This design comes from an exercise in tuning for small area and few clock cycles per item on the open sky130 flow, not from production work.
Function was checked by simulation only, so behaviour that the tests miss may differ from the original.
Power figures rest on the tool's default switching activity, not on a simulated workload.

## run A
## positional_insert_erase_list
module positional_insert_erase_list #(
  parameter int CAPACITY = 32
) (
  input  logic        clk,
  input  logic        rst,
  input  logic        s_tvalid,
  output logic        s_tready,
  input  logic [39:0] s_tdata,    
  input  logic [2:0]  s_tuser,    
  output logic        m_tvalid,
  input  logic        m_tready,
  output logic [39:0] m_tdata,    
  output logic [1:0]  m_tuser     
);
  localparam int CW   = $clog2(CAPACITY + 1);
  localparam int SW   = (CAPACITY > 1) ? $clog2(CAPACITY) : 1;
  localparam int CMPW = (CW > plie_pkg::PosW) ? CW : plie_pkg::PosW;
  localparam logic [CMPW-1:0] Cap = CMPW'(CAPACITY);
  localparam int Last = CAPACITY - 1;
  logic [CW-1:0]               cnt;
  logic [CW-1:0]               cnt_next;
  logic [CMPW-1:0]             cnt_ext;
  logic [CMPW-1:0]             pos_ext;
  logic [CMPW-1:0]             ins_pos;
  logic                        s_acc;
  logic                        full;
  logic                        empty;
  ...
==> flow/config.mk <==
export PLATFORM = sky130hd
export DESIGN_NAME = positional_insert_erase_list
export DESIGN_NICKNAME = positional_insert_erase_list
export VERILOG_FILES = /design/flow/design.v
export SDC_FILE = /design/flow/constraint.sdc
export NUM_CORES = 4
export LEC_CHECK = 0
export CAP_MARGIN = 20
export CORE_MARGIN = 2
export CORE_UTILIZATION = 60
export CTS_CLUSTER_DIAMETER = 70
export CTS_CLUSTER_SIZE = 30
export PLACE_DENSITY = 0.9
export SLEW_MARGIN = 20
export SYNTH_HIERARCHICAL = 1
export SYNTH_MINIMUM_KEEP_SIZE = 0
==> flow/constraint.sdc <==
create_clock -name core_clock -period 5.0 [get_ports {clk}]
set_input_delay 1.0000 -clock core_clock [delete_from_list [all_inputs] [get_ports {clk}]]
set_output_delay 1.0000 -clock core_clock [all_outputs]
set_load 0.01 [all_outputs]
standard.sh (not shown) runs the stock make flow with config.mk's settings and CLKGATE_MAP_FILE= SYNTH_SCRIPT=/design/flow/synth_recipe.tcl, a recipe that flattens the netlist after the stock synthesis.
==> flow/flow/run.sh <==
#!/bin/bash
# The standard layout, with two changes: clock tree synthesis adds no dummy
# loads (the cluster settings are those of config.mk), and the port buffers
# are buf_1 cells. Each step's full output is in orfs/logs; the make run's
# own output goes to standard.log.
set -euo pipefail
export CTS_ARGS="-sink_clustering_enable -repair_clock_nets -sink_clustering_size 30 -sink_clustering_max_diameter 70 -dont_use_dummy_load"
export BUFFER_PORTS_ARGS="-buffer_cell sky130_fd_sc_hd__buf_1"
bash standard.sh finish > standard.log 2>&1
Testbench counts of run A, summed over its fixed seeds: cycles 6,408, items 6,400.
The inputs of run B differ from those of run A as listed below.
- removing PLACE_DENSITY (formerly 0.9)
### Flow results
- Per the comparison of run B with run A, clock share of power neither gained nor lost much; fraction of the core area covered by cells at the end of the flow +0.54 points; synthesized area saw little to no change.
- Looking at endpoint of the worst setup timing path, the m_tdata[24] result is from run A; the m_tdata[31] one comes from run B.

---

Setup of job 3080:
Another version of the RTL of positional_insert_erase_list (not shown whole).
Size in the first run: about 1200 flip-flops, about 91 I/O pins, roughly 45000 um^2 of cells after synthesis.
==> flow/config.mk <==
export PLATFORM = sky130hd
export DESIGN_NAME = positional_insert_erase_list
export DESIGN_NICKNAME = positional_insert_erase_list
export VERILOG_FILES = /design/flow/design.v
export SDC_FILE = /design/flow/constraint.sdc
export NUM_CORES = 4
export LEC_CHECK = 0
export CAP_MARGIN = 20
export CORE_MARGIN = 2
export CORE_UTILIZATION = 60
export CTS_CLUSTER_DIAMETER = 70
export CTS_CLUSTER_SIZE = 30
export SLEW_MARGIN = 20
export SYNTH_HIERARCHICAL = 1
export SYNTH_MINIMUM_KEEP_SIZE = 0
==> flow/constraint.sdc <==
create_clock -name core_clock -period 5.0 [get_ports {clk}]
set_input_delay 1.0000 -clock core_clock [delete_from_list [all_inputs] [get_ports {clk}]]
set_output_delay 1.0000 -clock core_clock [all_outputs]
set_load 0.01 [all_outputs]
==> flow/flow/run.sh <==
#!/bin/bash
# The standard layout, with clock tree synthesis told not to add dummy loads
# (the cluster settings are those of config.mk). Each step's full output is
# in orfs/logs; the make run's own output goes to standard.log.
set -euo pipefail
export CTS_ARGS="-sink_clustering_enable -repair_clock_nets -sink_clustering_size 30 -sink_clustering_max_diameter 70 -dont_use_dummy_load"
bash standard.sh finish > standard.log 2>&1
Although job 3080 finished all stages, its layout failed final checks on negative setup slack.
Testbench counts of job 3080, summed over its fixed seeds: cycles 6,408, items 6,400.
Setup changes, job 3080 to job 2804
==> flow/flow/run.sh <==
#!/bin/bash
# The standard layout, with two changes: clock tree synthesis adds no dummy
# loads (the cluster settings are those of config.mk), and the port buffers
# are buf_1 cells. Each step's full output is in orfs/logs; the make run's
# own output goes to standard.log.
set -euo pipefail
export CTS_ARGS="-sink_clustering_enable -repair_clock_nets -sink_clustering_size 30 -sink_clustering_max_diameter 70 -dont_use_dummy_load"
export BUFFER_PORTS_ARGS="-buffer_cell sky130_fd_sc_hd__buf_1"
bash standard.sh finish > standard.log 2>&1
==> summary.txt <==
- The flow did not stop early for job 2804: all stages ran, and the layout cleared the timing, design-rule and antenna checks.
- Job 2804 vs job 3080: proportion of power drawn by the clock network up
- Going from job 3080 to job 2804, highest clock rate grew by 1.5%; data-path buffer share of cell area in the final layout shrank by 1.2 points; number of instances in the placed design held steady; net switching power of the design held steady.
- Going from job 3080 to job 2804, worst hold slack went up; post-route fraction of the period consumed by the critical path went down.
- When the final numbers for job 2804 and job 3080 were put side by side, the total power turned out to be smaller in job 2804.
- Relative to job 3080, the critical path depth of job 2804 is higher by 1.
- Number of standard cells in the final layout excluding fillers: job 2804 vs job 3080 down 12

-- port drivers added, routing unchanged --
The results above use ideal ports. As a check the final layouts listed here were re-extracted and re-timed, cells and wires unchanged.
Step 1 (the two cells are an assumption about what drives the block):
set clk [get_ports {clk}]
set_driving_cell -lib_cell sky130_fd_sc_hd__clkbuf_16 $clk
set_driving_cell -lib_cell sky130_fd_sc_hd__buf_2 [delete_from_list [all_inputs] $clk]
Step 2 moves the port delays by t, midway between the first and last clock arrival at a register: inputs arrive t later, outputs are due t later. That takes back most of the time a late clock gives input paths.
a / b / c = no drivers / after step 1 / after step 2; a / b = the first two.
run	t, ns	setup slack, ns	pins driven straight from the clock port
run A	0.695	0.252 / 0.190 / 0.072	1
run B	0.694	0.452 / 0.385 / 0.210	1
job 3080	0.702	-0.031 / -0.099 / 0.051	1
job 2804	0.699	0.044 / -0.026 / 0.357	1
For run B, which loses most, drivers alone change the setup slack by -0.067 ns; drivers and shift together by -0.242 ns.
